This design comes from an exercise in tuning for small area, a short achievable clock period and few clock cycles on the open sky130 flow, not from production work.
The RTL was checked by simulation tests, not by an equivalence proof against the original design.
No activity file was given, so power comes from the tool's default toggle rates.

Design ex_stage, start of the top module:
module ex_stage (
  input  logic        clk,
  input  logic        rst,
  input  logic [31:0] i_inst,
  input  logic [2:0]  i_alusel,
  input  logic [4:0]  i_aluop,
  input  logic [31:0] i_srcLeft,
  input  logic [31:0] i_srcRight,
  input  logic [1:0]  i_memop,
  input  logic [4:0]  i_dest,
  input  logic        i_writeEnable,
  input  logic        i_flush,
  output logic [31:0] o_result,
  output logic [1:0]  o_memop,
  output logic [31:0] o_memAddr,
  output logic [31:0] o_storeData,
  output logic [4:0]  o_dest,
  output logic        o_writeEnable,
  output logic        o_overflow,
  output logic        o_stallReq
);
Size: roughly 3900 cells after synthesis, ~150 flip-flops, ~220 I/O pins, roughly 0.028 sq mm of cells after synthesis.
export LEC_CHECK = 0
export ABC_AREA = 0
export CAP_MARGIN = 20
export CORE_MARGIN = 2
export CORE_UTILIZATION = 40
export SETUP_SLACK_MARGIN = 2.0
export SLEW_MARGIN = 20
create_clock -name core_clock -period 9.0 [get_ports {clk}]
run.sh (not shown) runs the stock make flow with config.mk's settings and CLKGATE_MAP_FILE= SYNTH_SCRIPT=/design/flow/synth_recipe.tcl, a recipe that flattens the netlist after the stock synthesis.
Testbench counts at the start, summed over its fixed seeds: cycles 7,336.
Then changed:
- GPL_ROUTABILITY_DRIVEN: unset -> 0
- SETUP_SLACK_MARGIN: 2.0 -> 1.9
Outcome: Via count barely changes; worst setup slack loses 55 ps; worst hold slack got worse by 4.0 ps; cell area decreases by 1.2%; count of clock-buffer cells in the layout grows by 2; fmax decreases by about 0.75%; register-to-register slack loses 80 ps; synthesized area does not change.
Then changed:
- GPL_ROUTABILITY_DRIVEN: 0 -> unset
Result: Hold slack stays flat; routed wire length grows by a few percent; sequential cell count is unchanged; first-iteration DRC count shrinks by about a fifth; power grows slightly.
Then changed:
- CTS_BUF_LIST: unset -> sky130_fd_sc_hd__clkbuf_8
- CTS_CLUSTER_SIZE: unset -> 30
Outcome:
- hold slack is about the same
- critical path depth stays the same
- routed wire length stays flat
- design area is lower by 0.57%
- core utilization is lower by 0.28 points
- global-route usage barely changes
- count of clock-buffer cells in the layout stays the same
- setup slack loses 21 ps
- power is lower by 5.3%
Then changed:
- CTS_BUF_LIST: sky130_fd_sc_hd__clkbuf_8 -> unset
- CTS_CLUSTER_SIZE: 30 -> unset
- SETUP_SLACK_MARGIN: 1.9 -> 1.7
Setup slack got worse by 160 ps.
Via count stays flat.
Hold slack got worse by 17 ps.
Register-to-register slack is about the same.
First-iteration DRC count rose by a few percent.
Power increases by a few percent.
Combinational power barely changes.
Clock skew rises by 5.4 ps.
Cell area falls slightly.
Then changed:
- SETUP_SLACK_MARGIN: 1.7 -> 2.1
Wire length went up slightly.
Synthesized cell count is unchanged.
Register-to-register slack improves by 360 ps.
Sequential cell count does not change.

## fjord
Another version of the RTL of ex_stage (not shown whole).
Size in the first run: roughly 3900 cells after synthesis, about 150 flip-flops.
export LEC_CHECK = 0
export ABC_AREA = 0
export CAP_MARGIN = 20
export CORE_MARGIN = 2
export CORE_UTILIZATION = 40
export SETUP_SLACK_MARGIN = 1.9
export SLEW_MARGIN = 20
export TNS_END_PERCENT = 10
create_clock -name core_clock -period 9.0 [get_ports {clk}]
Testbench counts of fjord, summed over its fixed seeds: cycles 7,336.
--- input diff fjord..umber ---
# fjord
export LEC_CHECK = 0
export ABC_AREA = 0
export CAP_MARGIN = 20
export CORE_MARGIN = 2
export CORE_UTILIZATION = 40
export SETUP_SLACK_MARGIN = 1.9
export SLEW_MARGIN = 20
export TNS_END_PERCENT = 10
create_clock -name core_clock -period 9.0 [get_ports {clk}]
# umber
export LEC_CHECK = 0
export ABC_AREA = 0
export CAP_MARGIN = 20
export CORE_MARGIN = 2
export CORE_UTILIZATION = 40
export SETUP_SLACK_MARGIN = 2.5
export SLEW_MARGIN = 20
create_clock -name core_clock -period 9.0 [get_ports {clk}]
--- outcome ---
[umber vs fjord] smallest hold slack: lower in umber. Via count came out higher on umber than on fjord. Delta(peak fanout along the critical path, umber - fjord) < 0. umber against fjord: worst relative slew slack climbed 8.8 points, sequential standard cell area saw little to no change.
--- input diff umber..zinc ---
# umber
export LEC_CHECK = 0
export ABC_AREA = 0
export CAP_MARGIN = 20
export CORE_MARGIN = 2
export CORE_UTILIZATION = 40
export SETUP_SLACK_MARGIN = 2.5
export SLEW_MARGIN = 20
create_clock -name core_clock -period 9.0 [get_ports {clk}]
# zinc
export LEC_CHECK = 0
export ABC_AREA = 0
export CAP_MARGIN = 20
export CORE_MARGIN = 2
export CORE_UTILIZATION = 40
export SETUP_SLACK_MARGIN = 2.5
export SLEW_MARGIN = 20
export TNS_END_PERCENT = 10
create_clock -name core_clock -period 9.0 [get_ports {clk}]
Results
zinc packs its core more loosely than umber. Summary: with umber as the reference, wire length per cell in zinc moved down by a few percent. Final cell area: zinc below umber.

[port drivers added, routing unchanged]
No port has a modelled driver above. Below, the same layouts with a new extraction and two added sets of constraints.
Step 1 (the two cells are an assumption about what drives the block):
set clk [get_ports {clk}]
set_driving_cell -lib_cell sky130_fd_sc_hd__clkbuf_16 $clk
set_driving_cell -lib_cell sky130_fd_sc_hd__buf_2 [delete_from_list [all_inputs] $clk]
Step 2 also shifts input and output timing later by t, the mid clock arrival at the registers, as if the neighbouring blocks saw the same clock.
Slacks: no drivers / after step 1 / after step 2; pairs: no drivers / after step 1.
| run | t (ns) | setup slack, ns | worst setup path at the end | clock arrival spread, ns | worst register clock-pin slew, ns |
|---|---|---|---|---|---|
| the first run of note 1 | 0.544 | 1.808 / 1.758 / 1.508 | input to register | 0.017 / 0.017 | 0.08 / 0.08 |
| the second run of note 1 | 0.512 | 1.753 / 1.729 / 1.406 | input to register | 0.014 / 0.013 | 0.07 / 0.07 |
| the third run of note 1 | 0.543 | 1.819 / 1.786 / 1.503 | input to register | 0.010 / 0.010 | 0.07 / 0.07 |
| the fourth run of note 1 | 0.605 | 1.799 / 1.765 / 1.300 | input to register | 0.016 / 0.016 | 0.09 / 0.09 |
| the fifth run of note 1 | 0.531 | 1.641 / 1.687 / 1.156 | input to register | 0.022 / 0.022 | 0.07 / 0.07 |
| the sixth run of note 1 | 0.540 | 1.980 / 1.936 / 1.688 | input to register | 0.012 / 0.011 | 0.07 / 0.07 |
| fjord | 0.504 | 1.702 / 1.644 / 1.300 | input to register | 0.011 / 0.010 | 0.07 / 0.07 |
| umber | 0.503 | 1.789 / 1.744 / 1.744 | input to output | 0.012 / 0.012 | 0.07 / 0.07 |
| zinc | 0.508 | 1.779 / 1.748 / 1.575 | input to register | 0.014 / 0.015 | 0.08 / 0.08 |
After both steps setup and hold are still met in every run listed. The setup slack of the fourth run of note 1, which loses most, moves by -0.034 ns with the drivers and by -0.499 ns with both steps.
